This is an optimization exercise on Yosys and OpenROAD, whose aim is small area and a short achievable clock period, not a production implementation. The RTL was checked by simulation tests, not by an equivalence proof against the original design. No activity file was given, so power comes from the tool's default toggle rates.

== rev 12 ==
==> flow/design.v <==
`timescale 1ns/1ps
`default_nettype none
module smc_top (
    input  wire         i_clk,
    input  wire         i_reset,
    input  wire         i_in_valid,
    input  wire  [1:0]  i_mode,
    input  wire  [17:0] i_w,
    input  wire  [17:0] i_vgs,
    input  wire  [17:0] i_vds,
    output logic        o_out_valid,
    output logic [7:0]  o_out_n
);
    function automatic [9:0] radd(input [9:0] a, input [9:0] b, input ci);
        logic c;
        c = ci;
        for (int i = 0; i < 10; i++) begin
            radd[i] = a[i] ^ b[i] ^ c;
            c       = (a[i] & b[i]) | (c & (a[i] ^ b[i]));
        end
    endfunction
    function automatic [9:0] cadd(input [9:0] a, input [9:0] b, input ci);
        logic [9:0] lo, h0, h1;
        lo = radd({5'b0, a[4:0]}, {5'b0, b[4:0]}, ci);
        h0 = radd({5'b0, a[9:5]}, {5'b0, b[9:5]}, 1'b0);
        h1 = radd({5'b0, a[9:5]}, {5'b0, b[9:5]}, 1'b1);
        cadd = {lo[5] ? h1[4:0] : h0[4:0], lo[4:0]};
    endfunction
    function automatic [19:0] csa(input [9:0] a, input [9:0] b, input [9:0] c);
        logic [9:0] s, k;
        s = a ^ b ^ c;
        k = (a & b) | (c & (a ^ b));
        csa = {k[8:0], 1'b0, s};
    endfunction
    function automatic ge(input [7:0] a, input [7:0] b);
        logic g;
        g = 1'b1;
        for (int i = 0; i < 8; i++) g = b[i] ? (a[i] & g) : (a[i] | g);
        ge = g;
    endfunction
    function automatic [7:0] div3(input [7:0] x);
        logic r1, r0, n1, n0;
        r1 = 1'b0; r0 = 1'b0;
        for (int i = 7; i >= 0; i--) begin
            div3[i] = r1 | (r0 & x[i]);
            n1 = x[i] ? r1 : r0;
            n0 = x[i] ? ~(r1 | r0) : r1;
            r1 = n1; r0 = n0;
        end
    endfunction
    localparam logic [127:0] G0 = 128'h2aea0afa02fe00000000000000000000;
    localparam logic [127:0] G1 = 128'h2a000a00020000002aea0afa02fe0000;
    localparam logic [127:0] G2 = 128'hc4080e02fc000000cc0c0cfcfc000000;
    localparam logic [127:0] G3 = 128'h0af20cfc00000000f0f0f00000000000;
    localparam logic [127:0] G4 = 128'h0cfcf000000000000000000000000000;
    localparam logic [127:0] G5 = 128'hf0000000000000000000000000000000;
    logic [7:0] x [6];
    logic       v0, v1, v2;
    logic [1:0] md0, md1;
    logic [17:0] w0;
    logic [5:0]  g0 [6];
    always_ff @(posedge i_clk) begin
        v0   <= i_in_valid & ~i_reset;
        md0  <= i_mode;
        w0   <= i_w;
    end
    for (genvar d = 0; d < 6; d++) begin : g_dev
        wire [6:0] idx = {i_mode[0], i_vgs[3*d +: 3], i_vds[3*d +: 3]};
        always_ff @(posedge i_clk)
            g0[d] <= {G5[idx], G4[idx], G3[idx], G2[idx], G1[idx], G0[idx]};
        assign x[d] = w0[3*d +: 3] * g0[d];
    end
    logic above [6][6];
    always_comb begin
        for (int i = 0; i < 6; i++) begin
            above[i][i] = 1'b0;
            for (int j = i + 1; j < 6; j++) begin
                above[i][j] = ge(x[i], x[j]);
                above[j][i] = ~above[i][j];
            end
        end
    end
    logic [5:0] pos [3];
    for (genvar d = 0; d < 6; d++) begin : g_rank
        wire [4:0] a;
        for (genvar j = 0; j < 5; j++) begin : g_a
            assign a[j] = above[j < d ? j : j + 1][d];
        end
        wire s1 = a[0] ^ a[1] ^ a[2];
        wire c1 = (a[0] & a[1]) | (a[2] & (a[0] ^ a[1]));
        wire s0 = a[3] ^ a[4] ^ s1;
        wire c2 = (a[3] & a[4]) | (s1 & (a[3] ^ a[4]));
        wire n0 = ~s0 & ~c1 & ~c2;           
        wire n1 =  s0 & ~c1 & ~c2;           
        wire n2 = ~s0 & (c1 ^ c2);           
        wire n3 =  s0 & (c1 ^ c2);           
        wire n4 = ~s0 & c1 & c2;             
        wire n5 =  s0 & c1 & c2;             
        assign pos[0][d] = md0[1] ? n0 : n5;
        assign pos[1][d] = md0[1] ? n1 : n4;
        assign pos[2][d] = md0[1] ? n2 : n3;
    end
    logic [7:0] rc [3];
    logic [7:0] r [3];
    logic [7:0] bq [3];
    always_comb begin
        for (int k = 0; k < 3; k++) begin
            rc[k] = '0;
            for (int d = 0; d < 6; d++) rc[k] = rc[k] | (pos[k][d] ? x[d] : 8'd0);
        end
    end
    always_ff @(posedge i_clk) begin
        v1  <= v0 & ~i_reset;
        md1 <= md0;
        for (int k = 0; k < 3; k++) r[k] <= rc[k];
    end
    always_comb begin
        for (int k = 0; k < 3; k++) bq[k] = div3(r[k]);
    end
    wire [19:0] s1  = csa({2'b0, bq[0]}, {2'b0, bq[1]}, {2'b0, bq[2]});
    wire [9:0]  sum = cadd(s1[9:0], s1[19:10], 1'b0);
    wire [7:0]  hi = md1[1] ? bq[0] : bq[2];
    wire [7:0]  lo = md1[1] ? bq[2] : bq[0];
    wire [9:0]  dif = radd({2'b0, hi}, ~{2'b0, lo}, 1'b1);
    logic [7:0] s2r;
    logic [6:0] d2r;
    logic       m2;
    always_ff @(posedge i_clk) begin
        v2  <= v1 & ~i_reset;
        m2  <= md1[0];
        s2r <= sum[7:0];
        d2r <= dif[6:0];
    end
    wire [9:0]  t4 = cadd({s2r, 2'b00}, ~{3'b0, d2r}, 1'b1);
    wire [7:0]  y  = m2 ? t4[9:2] : s2r;
    always_ff @(posedge i_clk) begin
        o_out_valid <= v2 & ~i_reset;
        o_out_n     <= div3(y);
    end
endmodule
`default_nettype wire
export LEC_CHECK = 0
export ABC_AREA = 1
export CAP_MARGIN = 20
export CORE_MARGIN = 2
export CORE_UTILIZATION = 40
export CTS_BUF_LIST = sky130_fd_sc_hd__clkbuf_8 sky130_fd_sc_hd__clkbuf_16
export SLEW_MARGIN = 40
export SYNTH_MEMORY_MAX_BITS = 100000
create_clock -name core_clock -period 25.0 [get_ports {i_clk}]
standard.sh (not shown) runs the stock make flow with config.mk's settings and CLKGATE_MAP_FILE= SYNTH_SCRIPT=/design/flow/synth_recipe.tcl, a recipe that flattens the netlist after the stock synthesis.
==> flow/flow/run.sh <==
#!/bin/bash
# Standard layout, with the port buffers made from the smallest buffer cell.
export BUFFER_PORTS_ARGS="-buffer_cell sky130_fd_sc_hd__buf_1"
bash standard.sh > standard.log 2>&1
Rev 12 completed end to end with timing, DRC and antenna clean.
For rev 13, these inputs were changed with respect to rev 12:
# rev 12
export LEC_CHECK = 0
export ABC_AREA = 1
export CAP_MARGIN = 20
export CORE_MARGIN = 2
export CORE_UTILIZATION = 40
export CTS_BUF_LIST = sky130_fd_sc_hd__clkbuf_8 sky130_fd_sc_hd__clkbuf_16
export SLEW_MARGIN = 40
export SYNTH_MEMORY_MAX_BITS = 100000
create_clock -name core_clock -period 25.0 [get_ports {i_clk}]
# rev 13
export LEC_CHECK = 0
export ABC_AREA = 1
export CAP_MARGIN = 20
export CORE_MARGIN = 2
export CORE_UTILIZATION = 40
export CTS_BUF_LIST = sky130_fd_sc_hd__clkbuf_8 sky130_fd_sc_hd__clkbuf_16
export SLEW_MARGIN = 20
export SYNTH_MEMORY_MAX_BITS = 100000
create_clock -name core_clock -period 25.0 [get_ports {i_clk}]
- Final cell count of rev 12 is on par with rev 13.
- In the metrics for rev 12 and rev 13, the one carrying the higher setup slack after layout is rev 12.
- Looking at rev 12 and rev 13, the total power is a wash.
- Looking at rev 12 and rev 13, the sequential cell area share is a wash.
- Worst-case headroom to the max-slew limit: rev 13 < rev 12
- Post-route minimum period deteriorates in rev 13 relative to rev 12.
- The post-route fraction of the period consumed by the critical path was comparable across rev 12 and rev 13.
- Rev 12 and rev 13 ended up with nearly the same cell count after synthesis.

[port drivers added, routing unchanged]
The results above use ideal ports. As a check the final layouts listed here were re-extracted and re-timed, cells and wires unchanged. Step 1: set_driving_cell puts a clkbuf_16 on i_clk and a buf_2 on each other input, an assumption about the parent block. Step 2 also shifts input and output timing later by t, the mid clock arrival at the registers, as if the neighbouring blocks saw the same clock. Slacks: ideal ports / drivers / drivers and shift; pairs: ideal ports / drivers.
run	shift t [ns]	setup slack, ns	worst setup path at the end	clock arrival spread, ns	pins driven straight from the clock port
rev 12	0.421	18.804 / 18.804 / 18.537	input to register	0.019 / 0.019	1
rev 13	0.419	18.775 / 18.775 / 18.653	input to register	0.021 / 0.021	1
After both steps every run listed still meets setup and hold. The setup slack of rev 12, which loses most, moves by 0.000 ns with the drivers and by -0.267 ns with both steps.
